This is an optimization exercise on Yosys and OpenROAD, whose aim is small area, a short achievable clock period and few clock cycles per item, not a production implementation.
Only simulation tests tie the RTL to the original design; equivalence was not proved.
Power and IR drop assume default switching activity.

==> 06-09 <==
==> flow/design.v <==
`timescale 1ns / 1ps
module receive_reorder_window (
	input  logic                  clk,
	input  logic                  arst_n,
	input  logic                  req_valid,
	output logic                  req_stall,
	input  logic [32:0]           req,
	output logic                  rsp_valid,
	input  logic                  rsp_stall,
	output logic [105:0]          rsp,
	input  logic                  cfg_valid,
	output logic                  cfg_ready,
	input  logic [6:0]            cfg_data
);
	localparam logic [2:0] ST_OK       = 3'd0;
	localparam logic [2:0] ST_OVERFLOW = 3'd1;
	localparam logic [2:0] ST_ALREADY  = 3'd2;
	localparam logic [2:0] ST_NO_DATA  = 3'd3;
	localparam logic [2:0] ST_MISMATCH = 3'd4;
	logic [15:0] pay_mem [64];
	logic [63:0] occ_q;       
	logic [63:0] hi_q;        
	logic [63:0] full_q;      
	logic [15:0] base_q;
	logic [6:0]  count_q;
	logic [6:0]  range_q;
	logic [32:0] q_ent [2];
	logic        q_wp, q_rp;
	logic [1:0]  q_cnt;
	logic        stall_q;
	logic        v1;
	logic        mode1;
	logic [15:0] d1;
	logic [5:0]  idx1;
	logic [15:0] pay1;
	logic        wb_v;
	logic [5:0]  wb_idx;
	logic [15:0] wb_data;
	logic        rsp_valid_q;
	logic [2:0]  status_q;
	logic [15:0] payout_q;
	logic acc, exe, mv;
	logic [32:0] head;
	assign acc       = req_valid && !stall_q;
	assign exe       = v1 && (!rsp_valid_q || !rsp_stall);
	assign mv        = !v1 || exe;
	assign head      = q_ent[q_rp];
	assign req_stall = stall_q;
	assign cfg_ready = 1'b1;
	logic        neg, over, g2, k_occ, k_hi, addok, popok, pop_full;
	logic [5:0]  p;
	logic [2:0]  status_w;
	assign p        = d1[5:0];
	assign g2       = d1[6];
	assign neg      = d1[15];
	assign over     = !neg && ((d1[14:7] != '0) || (d1[6:0] >= range_q));
	assign k_occ    = occ_q[p];
	assign k_hi     = hi_q[p];
	assign pop_full = full_q[0];
	assign popok    = mode1 && pop_full && occ_q[0] && !hi_q[0];
	always_comb begin
		addok = 1'b0;
		if (!mode1) begin
			if (over) begin
				status_w = ST_OVERFLOW;
			end else if (neg) begin
				status_w = ST_ALREADY;
			end else if (!g2) begin
				if (!k_occ) begin
					status_w = ST_OK;
					addok = 1'b1;
				end else if (!k_hi) begin
					status_w = ST_ALREADY;
				end else begin
					status_w = ST_OVERFLOW;
				end
			end else begin
				if (k_occ && !k_hi) begin
					status_w = ST_OK;
					addok = 1'b1;
				end else begin
					status_w = ST_ALREADY;
				end
			end
		end else begin
			if (!pop_full)  status_w = ST_NO_DATA;
			else if (popok) status_w = ST_OK;
			else            status_w = ST_MISMATCH;
		end
	end
	logic [63:0] wr;
	assign wr = {63'b0, addok} << p;
	logic [15:0] rdata;
	assign rdata = (wb_v && wb_idx == base_q[5:0]) ? wb_data : pay_mem[base_q[5:0]];
	always_ff @(posedge clk or negedge arst_n) begin
		if (!arst_n) begin
			occ_q       <= '0;
			hi_q        <= '0;
			full_q      <= '0;
			base_q      <= '0;
			count_q     <= '0;
			range_q     <= 7'd64;
			q_wp        <= 1'b0;
			q_rp        <= 1'b0;
			q_cnt       <= '0;
			stall_q     <= 1'b0;
			v1          <= 1'b0;
			wb_v        <= 1'b0;
			rsp_valid_q <= 1'b0;
		end else begin
			if (cfg_valid && cfg_ready) begin
				range_q <= cfg_data;
			end
			if (acc) begin
				q_wp <= !q_wp;
			end
			if (mv && q_cnt != 2'd0) begin
				q_rp <= !q_rp;
			end
			q_cnt   <= q_cnt + 2'(acc) - 2'(mv && q_cnt != 2'd0);
			stall_q <= (q_cnt + 2'(acc) - 2'(mv && q_cnt != 2'd0)) >= 2'd2;
			if (mv) begin
				v1 <= (q_cnt != 2'd0);
			end
			wb_v <= exe && addok;
			if (exe) begin
				if (popok) begin
					occ_q  <= {1'b0, occ_q[63:1]};
					hi_q   <= {1'b0, hi_q[63:1]};
					full_q <= {1'b0, full_q[63:1]};
					base_q <= base_q + 16'd1;
					if (count_q != 7'd0) count_q <= count_q - 7'd1;
				end else begin
					occ_q  <= occ_q | wr;
					hi_q   <= (hi_q & ~wr) | (wr & {64{g2}});
					full_q <= (full_q | wr) & ~{63'b0, mode1};
					if (addok && count_q != 7'd127) count_q <= count_q + 7'd1;
				end
			end
			if (exe) begin
				rsp_valid_q <= 1'b1;
			end else if (!rsp_stall) begin
				rsp_valid_q <= 1'b0;
			end
		end
	end
	always_ff @(posedge clk) begin
		if (acc) begin
			q_ent[q_wp] <= req;
		end
		if (mv) begin
			mode1 <= head[32];
			d1    <= (v1 && popok) ? (head[31:16] + ~base_q) : (head[31:16] - base_q);
			idx1  <= head[21:16];
			pay1  <= head[15:0];
		end
		wb_idx  <= idx1;
		wb_data <= pay1;
		if (wb_v) begin
			pay_mem[wb_idx] <= wb_data;
		end
		if (exe) begin
			status_q <= status_w;
			payout_q <= (mode1 && popok) ? rdata : 16'd0;
		end
	end
	logic [63:0] keep;
	always_comb begin
		for (int k = 0; k < 64; k++) begin
			keep[k] = (7'(k) < range_q);
		end
	end
	assign rsp_valid = rsp_valid_q;
	assign rsp       = {status_q, payout_q, occ_q & keep, base_q, count_q};
endmodule
==> flow/run.sh <==
#!/bin/bash
# synth_recipe.tcl (not shown) runs the flow's synth.tcl, then flattens the netlist and writes it again
# the make line also repeats each setting of config.mk as NAME=value (left out here)
make -C /OpenROAD-flow-scripts/flow DESIGN_CONFIG=/design/flow/config.mk WORK_HOME=/design/flow/orfs CLKGATE_MAP_FILE= SYNTH_SCRIPT=/design/flow/synth_recipe.tcl finish
==> flow/config.mk <==
export PLATFORM = sky130hd
export DESIGN_NAME = receive_reorder_window
export DESIGN_NICKNAME = receive_reorder_window
export VERILOG_FILES = /design/flow/design.v
export SDC_FILE = /design/flow/constraint.sdc
export NUM_CORES = 4
export LEC_CHECK = 0
export CAP_MARGIN = 20
export CORE_MARGIN = 2
export CORE_UTILIZATION = 40
export SLEW_MARGIN = 20
==> flow/constraint.sdc <==
create_clock -name core_clock -period 8.0 [get_ports {clk}]
set_input_delay 1.6000 -clock core_clock [delete_from_list [all_inputs] [get_ports {clk}]]
set_output_delay 1.6000 -clock core_clock [all_outputs]
set_load 0.01 [all_outputs]
==> inputs of 08-08, as changes to 06-09 <==
==> flow/design.v (replaced) <==
`timescale 1ns / 1ps
module receive_reorder_window (
	input  logic                  clk,
	input  logic                  arst_n,
	input  logic                  req_valid,
	output logic                  req_stall,
	input  logic [32:0]           req,
	output logic                  rsp_valid,
	input  logic                  rsp_stall,
	output logic [105:0]          rsp,
	input  logic                  cfg_valid,
	output logic                  cfg_ready,
	input  logic [6:0]            cfg_data
);
	localparam logic [2:0] ST_OK       = 3'd0;
	localparam logic [2:0] ST_OVERFLOW = 3'd1;
	localparam logic [2:0] ST_ALREADY  = 3'd2;
	localparam logic [2:0] ST_NO_DATA  = 3'd3;
	localparam logic [2:0] ST_MISMATCH = 3'd4;
	logic [15:0] pay_mem [64];
	logic [63:0] occ_q;       
	logic [63:0] hi_q;        
	logic [63:0] full_q;      
	logic [15:0] base_q;
	logic [63:0] bsel_q;      
	logic [6:0]  count_q;
	logic [6:0]  range_q;
	logic [15:0] lim_q;       
	logic [63:0] keep_q;      
	logic [32:0] hd;
	logic [5:0]  hq;
	logic        vh;
	logic [32:0] sk;
	logic [5:0]  sq;
	logic        vs;
	logic        v1;
	logic        mode1;
	logic        over1;       
	logic        neg1;        
	logic        g2_1;        
	logic [5:0]  p1;          
	logic        kocc1, khi1;
	logic [15:0] pay1;
	logic        wb_v;
	logic [5:0]  wb_idx;
	logic [15:0] wb_data;
	logic        rsp_valid_q;
	logic [2:0]  status_q;
	logic [15:0] payout_q;
	logic acc, exe, mv, hld;
	assign acc       = req_valid && !vs;
	assign exe       = v1 && (!rsp_valid_q || !rsp_stall);
	assign mv        = !v1 || exe;
	assign hld       = vh && !mv;    
	assign req_stall = vs;
	assign cfg_ready = 1'b1;
	logic        addok, popok, pop_full;
	logic [2:0]  status_w;
	assign pop_full = full_q[0];
	assign popok    = mode1 && pop_full && occ_q[0] && !hi_q[0];
	always_comb begin
		addok = 1'b0;
		if (!mode1) begin
			if (over1) begin
				status_w = ST_OVERFLOW;
			end else if (neg1) begin
				status_w = ST_ALREADY;
			end else if (!g2_1) begin
				if (!kocc1) begin
					status_w = ST_OK;
					addok = 1'b1;
				end else if (!khi1) begin
					status_w = ST_ALREADY;
				end else begin
					status_w = ST_OVERFLOW;
				end
			end else begin
				if (kocc1 && !khi1) begin
					status_w = ST_OK;
					addok = 1'b1;
				end else begin
					status_w = ST_ALREADY;
				end
			end
		end else begin
			if (!pop_full)  status_w = ST_NO_DATA;
			else if (popok) status_w = ST_OK;
			else            status_w = ST_MISMATCH;
		end
	end
	logic [63:0] wr;
	assign wr = {63'b0, addok} << p1;
	logic [15:0] hs, d0, d1, e0, e1;
	logic        sel1, over0, over1n, neg0, neg1n;
	logic        kocc_n, khi_n;
	logic [5:0]  q;
	assign hs     = hd[31:16];
	assign d0     = hs - base_q;
	assign d1     = hs + ~base_q;
	assign e0     = hs - lim_q;
	assign e1     = hs + ~lim_q;
	assign sel1   = v1 && popok;
	assign neg0   = d0[15];
	assign neg1n  = d1[15];
	assign over0  = !d0[15] && !e0[15];
	assign over1n = !d1[15] && !e1[15];
	assign q      = hq;
	always_comb begin
		if (sel1 && q == 6'd0) begin
			kocc_n = 1'b0;
			khi_n  = 1'b0;
		end else if (v1 && addok && q == p1) begin
			kocc_n = 1'b1;
			khi_n  = g2_1;
		end else begin
			kocc_n = occ_q[q];
			khi_n  = hi_q[q];
		end
	end
	logic [15:0] rdata, mdata;
	always_comb begin
		mdata = '0;
		for (int i = 0; i < 64; i++) begin
			mdata = mdata | (pay_mem[i] & {16{bsel_q[i]}});
		end
	end
	assign rdata = (wb_v && wb_idx == base_q[5:0]) ? wb_data : mdata;
	logic [5:0]  rq0, rq1, pos_in;
	logic        pe;
	assign pe     = exe && popok;
	assign rq0    = req[21:16] - base_q[5:0];
	assign rq1    = req[21:16] + ~base_q[5:0];
	assign pos_in = vs ? (pe ? sq - 6'd1 : sq) : (pe ? rq1 : rq0);
	logic [6:0]  range_n;
	logic [63:0] keep_n;
	assign range_n = cfg_valid ? cfg_data : range_q;
	always_comb begin
		for (int k = 0; k < 64; k++) begin
			keep_n[k] = (7'(k) < range_n);
		end
	end
	always_ff @(posedge clk or negedge arst_n) begin
		if (!arst_n) begin
			occ_q       <= '0;
			hi_q        <= '0;
			full_q      <= '0;
			base_q      <= '0;
			bsel_q      <= 64'd1;
			count_q     <= '0;
			range_q     <= 7'd64;
			lim_q       <= 16'd64;
			keep_q      <= '1;
			vh          <= 1'b0;
			vs          <= 1'b0;
			v1          <= 1'b0;
			wb_v        <= 1'b0;
			rsp_valid_q <= 1'b0;
		end else begin
			range_q <= range_n;
			if (exe && popok) begin
				lim_q <= lim_q + 16'd1;
			end else if (cfg_valid) begin
				lim_q <= base_q + {9'd0, cfg_data};
			end
			keep_q  <= keep_n;
			if (mv) begin
				v1 <= vh;
			end
			if (!hld) begin
				vh <= vs || acc;
				vs <= 1'b0;
			end else if (acc) begin
				vs <= 1'b1;
			end
			wb_v <= exe && addok;
			if (exe) begin
				if (popok) begin
					occ_q  <= {1'b0, occ_q[63:1]};
					hi_q   <= {1'b0, hi_q[63:1]};
					full_q <= {1'b0, full_q[63:1]};
					base_q <= base_q + 16'd1;
					bsel_q <= {bsel_q[62:0], bsel_q[63]};
					if (count_q != 7'd0) count_q <= count_q - 7'd1;
				end else begin
					occ_q  <= occ_q | wr;
					hi_q   <= (hi_q & ~wr) | (wr & {64{g2_1}});
					full_q <= (full_q | wr) & ~{63'b0, mode1};
					if (addok && count_q != 7'd127) count_q <= count_q + 7'd1;
				end
			end
			if (exe) begin
				rsp_valid_q <= 1'b1;
			end else if (!rsp_stall) begin
				rsp_valid_q <= 1'b0;
			end
		end
	end
	always_ff @(posedge clk) begin
		if (acc && hld) begin
			sk <= req;
			sq <= rq0;
		end
		if (!hld) begin
			hd <= vs ? sk : req;
			hq <= pos_in;
		end
		if (mv) begin
			mode1 <= hd[32];
			over1 <= sel1 ? over1n : over0;
			neg1  <= sel1 ? neg1n : neg0;
			g2_1  <= sel1 ? d1[6] : d0[6];
			p1    <= sel1 ? hq - 6'd1 : hq;
			kocc1 <= kocc_n;
			khi1  <= khi_n;
			pay1  <= hd[15:0];
		end
		wb_idx  <= base_q[5:0] + p1;
		wb_data <= pay1;
		if (wb_v) begin
			pay_mem[wb_idx] <= wb_data;
		end
		if (exe) begin
			status_q <= status_w;
			payout_q <= (mode1 && popok) ? rdata : 16'd0;
		end
	end
	assign rsp_valid = rsp_valid_q;
	assign rsp       = {status_q, payout_q, occ_q & keep_q, base_q, count_q};
endmodule
CORE_UTILIZATION = 60   (was 40)
CTS_BUF_LIST = sky130_fd_sc_hd__clkbuf_16   (was default)
CTS_CLUSTER_DIAMETER = 80   (was default)
CTS_CLUSTER_SIZE = 24   (was default)
SETUP_SLACK_MARGIN = 4.8   (was default)
==> inputs of 10-06, as changes to 06-09 <==
==> flow/design.v (replaced) <==
`timescale 1ns / 1ps
module receive_reorder_window (
	input  logic                  clk,
	input  logic                  arst_n,
	input  logic                  req_valid,
	output logic                  req_stall,
	input  logic [32:0]           req,
	output logic                  rsp_valid,
	input  logic                  rsp_stall,
	output logic [105:0]          rsp,
	input  logic                  cfg_valid,
	output logic                  cfg_ready,
	input  logic [6:0]            cfg_data
);
	localparam logic [2:0] ST_OK       = 3'd0;
	localparam logic [2:0] ST_OVERFLOW = 3'd1;
	localparam logic [2:0] ST_ALREADY  = 3'd2;
	localparam logic [2:0] ST_NO_DATA  = 3'd3;
	localparam logic [2:0] ST_MISMATCH = 3'd4;
	logic [15:0] pay_mem [64];
	logic [63:0] occ_q;       
	logic [63:0] hi_q;        
	logic [63:0] full_q;      
	logic [15:0] base_q;
	logic [6:0]  count_q;
	logic [6:0]  range_q;
	logic [63:0] keep_q;      
	logic [32:0] sk;
	logic        vs;
	logic        v1;
	logic        mode1;
	logic        over1;       
	logic        neg1;        
	logic        g2_1;        
	logic [5:0]  p1;          
	logic        kocc1, khi1;
	logic [15:0] pay1;
	logic        wb_v;
	logic [5:0]  wb_idx;
	logic [15:0] wb_data;
	logic        rsp_valid_q;
	logic [2:0]  status_q;
	logic [15:0] payout_q;
	logic acc, exe, mv;
	logic [32:0] head;
	assign acc       = req_valid && !vs;
	assign exe       = v1 && (!rsp_valid_q || !rsp_stall);
	assign mv        = !v1 || exe;
	assign head      = vs ? sk : req;
	assign req_stall = vs;
	assign cfg_ready = 1'b1;
	logic        addok, popok, pop_full;
	logic [2:0]  status_w;
	assign pop_full = full_q[0];
	assign popok    = mode1 && pop_full && occ_q[0] && !hi_q[0];
	always_comb begin
		addok = 1'b0;
		if (!mode1) begin
			if (over1) begin
				status_w = ST_OVERFLOW;
			end else if (neg1) begin
				status_w = ST_ALREADY;
			end else if (!g2_1) begin
				if (!kocc1) begin
					status_w = ST_OK;
					addok = 1'b1;
				end else if (!khi1) begin
					status_w = ST_ALREADY;
				end else begin
					status_w = ST_OVERFLOW;
				end
			end else begin
				if (kocc1 && !khi1) begin
					status_w = ST_OK;
					addok = 1'b1;
				end else begin
					status_w = ST_ALREADY;
				end
			end
		end else begin
			if (!pop_full)  status_w = ST_NO_DATA;
			else if (popok) status_w = ST_OK;
			else            status_w = ST_MISMATCH;
		end
	end
	logic [63:0] wr;
	assign wr = {63'b0, addok} << p1;
	logic [15:0] hs, d0, d1;
	logic        sel1, over0, over1n, neg0, neg1n;
	logic        kocc_n, khi_n;
	logic [5:0]  q;
	assign hs     = head[31:16];
	assign d0     = hs - base_q;
	assign d1     = hs + ~base_q;
	assign sel1   = v1 && popok;
	assign neg0   = d0[15];
	assign neg1n  = d1[15];
	assign over0  = !d0[15] && ((d0[14:7] != '0) || (d0[6:0] >= range_q));
	assign over1n = !d1[15] && ((d1[14:7] != '0) || (d1[6:0] >= range_q));
	assign q      = d0[5:0];
	always_comb begin
		if (sel1 && q == 6'd0) begin
			kocc_n = 1'b0;
			khi_n  = 1'b0;
		end else if (v1 && addok && q == p1) begin
			kocc_n = 1'b1;
			khi_n  = g2_1;
		end else begin
			kocc_n = occ_q[q];
			khi_n  = hi_q[q];
		end
	end
	logic [15:0] rdata, mdata;
	logic [63:0] rsel;
	always_comb begin
		rsel  = 64'd1 << base_q[5:0];
		mdata = '0;
		for (int i = 0; i < 64; i++) begin
			mdata = mdata | (pay_mem[i] & {16{rsel[i]}});
		end
	end
	assign rdata = (wb_v && wb_idx == base_q[5:0]) ? wb_data : mdata;
	logic [6:0]  range_n;
	logic [63:0] keep_n;
	assign range_n = cfg_valid ? cfg_data : range_q;
	always_comb begin
		for (int k = 0; k < 64; k++) begin
			keep_n[k] = (7'(k) < range_n);
		end
	end
	always_ff @(posedge clk or negedge arst_n) begin
		if (!arst_n) begin
			occ_q       <= '0;
			hi_q        <= '0;
			full_q      <= '0;
			base_q      <= '0;
			count_q     <= '0;
			range_q     <= 7'd64;
			keep_q      <= '1;
			vs          <= 1'b0;
			v1          <= 1'b0;
			wb_v        <= 1'b0;
			rsp_valid_q <= 1'b0;
		end else begin
			range_q <= range_n;
			keep_q  <= keep_n;
			if (mv) begin
				v1 <= vs || acc;
				vs <= 1'b0;
			end else if (acc) begin
				vs <= 1'b1;
			end
			wb_v <= exe && addok;
			if (exe) begin
				if (popok) begin
					occ_q  <= {1'b0, occ_q[63:1]};
					hi_q   <= {1'b0, hi_q[63:1]};
					full_q <= {1'b0, full_q[63:1]};
					base_q <= base_q + 16'd1;
					if (count_q != 7'd0) count_q <= count_q - 7'd1;
				end else begin
					occ_q  <= occ_q | wr;
					hi_q   <= (hi_q & ~wr) | (wr & {64{g2_1}});
					full_q <= (full_q | wr) & ~{63'b0, mode1};
					if (addok && count_q != 7'd127) count_q <= count_q + 7'd1;
				end
			end
			if (exe) begin
				rsp_valid_q <= 1'b1;
			end else if (!rsp_stall) begin
				rsp_valid_q <= 1'b0;
			end
		end
	end
	always_ff @(posedge clk) begin
		if (acc && !mv) begin
			sk <= req;
		end
		if (mv) begin
			mode1 <= head[32];
			over1 <= sel1 ? over1n : over0;
			neg1  <= sel1 ? neg1n : neg0;
			g2_1  <= sel1 ? d1[6] : d0[6];
			p1    <= sel1 ? d1[5:0] : d0[5:0];
			kocc1 <= kocc_n;
			khi1  <= khi_n;
			pay1  <= head[15:0];
		end
		wb_idx  <= base_q[5:0] + p1;
		wb_data <= pay1;
		if (wb_v) begin
			pay_mem[wb_idx] <= wb_data;
		end
		if (exe) begin
			status_q <= status_w;
			payout_q <= (mode1 && popok) ? rdata : 16'd0;
		end
	end
	assign rsp_valid = rsp_valid_q;
	assign rsp       = {status_q, payout_q, occ_q & keep_q, base_q, count_q};
endmodule
ABC_CLOCK_PERIOD_IN_PS = 2500   (was default)
SETUP_SLACK_MARGIN = 5   (was default)
==> comparison table <==
                                                                         06-09                     10-06                    08-08
Status                                        no timing/DRC/antenna violations  no timing/DRC/antenna violations  no timing/DRC/antenna violations
RSZ-0062 raised after global routing                                     false                      true                     true
Aggregate global-route resource usage                                    0.204                     0.281                    0.416
Initial antenna violation count                                              3                         4                        4
FFs & Latches                                                             1399                      1415                     1541
Number of H-tree branching levels                                            4                         4                        3
Yosys cell types                                                            66                        94                       70
Post-synth EDFFs                                                          1148                      1104                     1149
Core region area                                                   0.142 sq mm               0.140 sq mm             0.0999 sq mm
Met1 Resource Use GR                                                     0.282                     0.390                    0.531
Placed Instances                                                          4996                      5772                     5226
Clock group share of total power                                         0.287                     0.412                    0.291
Synthesis-stage register bit count                                        1399                      1415                     1541
Critical path launch point                                          range_q[2]                   req[20]               bsel_q[27]
Power per standard cell area                                       354 mW/mm^2               229 mW/mm^2              223 mW/mm^2
Final Cell Area                                                   0.0661 sq mm              0.0720 sq mm             0.0667 sq mm
Clock group                                                            6710 uW                   6790 uW                  4330 uW
Post-CTS setup-driven buffer insertion count                                 0                       272                       34
LEAKAGE                                                              0.0220 uW                 0.0257 uW                0.0238 uW
Die X-Extent                                                       382 microns               380 microns              321 microns
Synth Area in Simple Gates                                              0.0318                    0.0821                   0.0615
Die area                                                           0.146 sq mm               0.144 sq mm              0.103 sq mm
Flip-flop and latch share of the layout cell area                        0.616                     0.569                    0.665
Cell type with the highest occurrence count on the critical path             -  sky130_fd_sc_hd__nand3_1  sky130_fd_sc_hd__nor2_1
Testbench counts of 06-09, summed over its fixed seeds: cycles 13,693, items 12,000.
Testbench counts of 08-08, summed over its fixed seeds: cycles 13,693, items 12,000.
Testbench counts of 10-06, summed over its fixed seeds: cycles 13,683, items 12,000.

## what the ideal ports hide
How much do the figures lean on ideal ports? The routed layouts below were timed once more, with nothing changed but the port constraints. Step 1 assumes that a clkbuf_16 drives the clock port and a buf_2 every other input. Step 2, shift: input delay + t, output delay - t, t = (earliest + latest rising clock arrival at the registers) / 2. This alone moves slack from input paths to output paths. Slacks: no drivers / after step 1 / after step 2; pairs: no drivers / after step 1.
| run | t, ns | setup slack, ns | hold WS [ns] | worst register clock-pin slew, ns | worst slew at a driven data input, ns |
|---|---|---|---|---|---|
| 06-09 | 0.820 | 2.682 / 2.611 / 2.774 | 0.340 / 0.340 / 0.340 | 0.06 / 0.06 | 0.08 |
| 08-08 | 0.756 | 4.731 / 4.731 / 4.127 | 0.346 / 0.346 / 0.346 | 0.11 / 0.11 | 0.09 |
| 10-06 | 0.847 | 4.309 / 4.350 / 3.503 | 0.335 / 0.335 / 0.335 | 0.07 / 0.07 | 0.06 |
After both steps every run listed still meets setup and hold. For 10-06, which loses most, drivers alone change the setup slack by +0.041 ns; drivers and shift together by -0.806 ns.
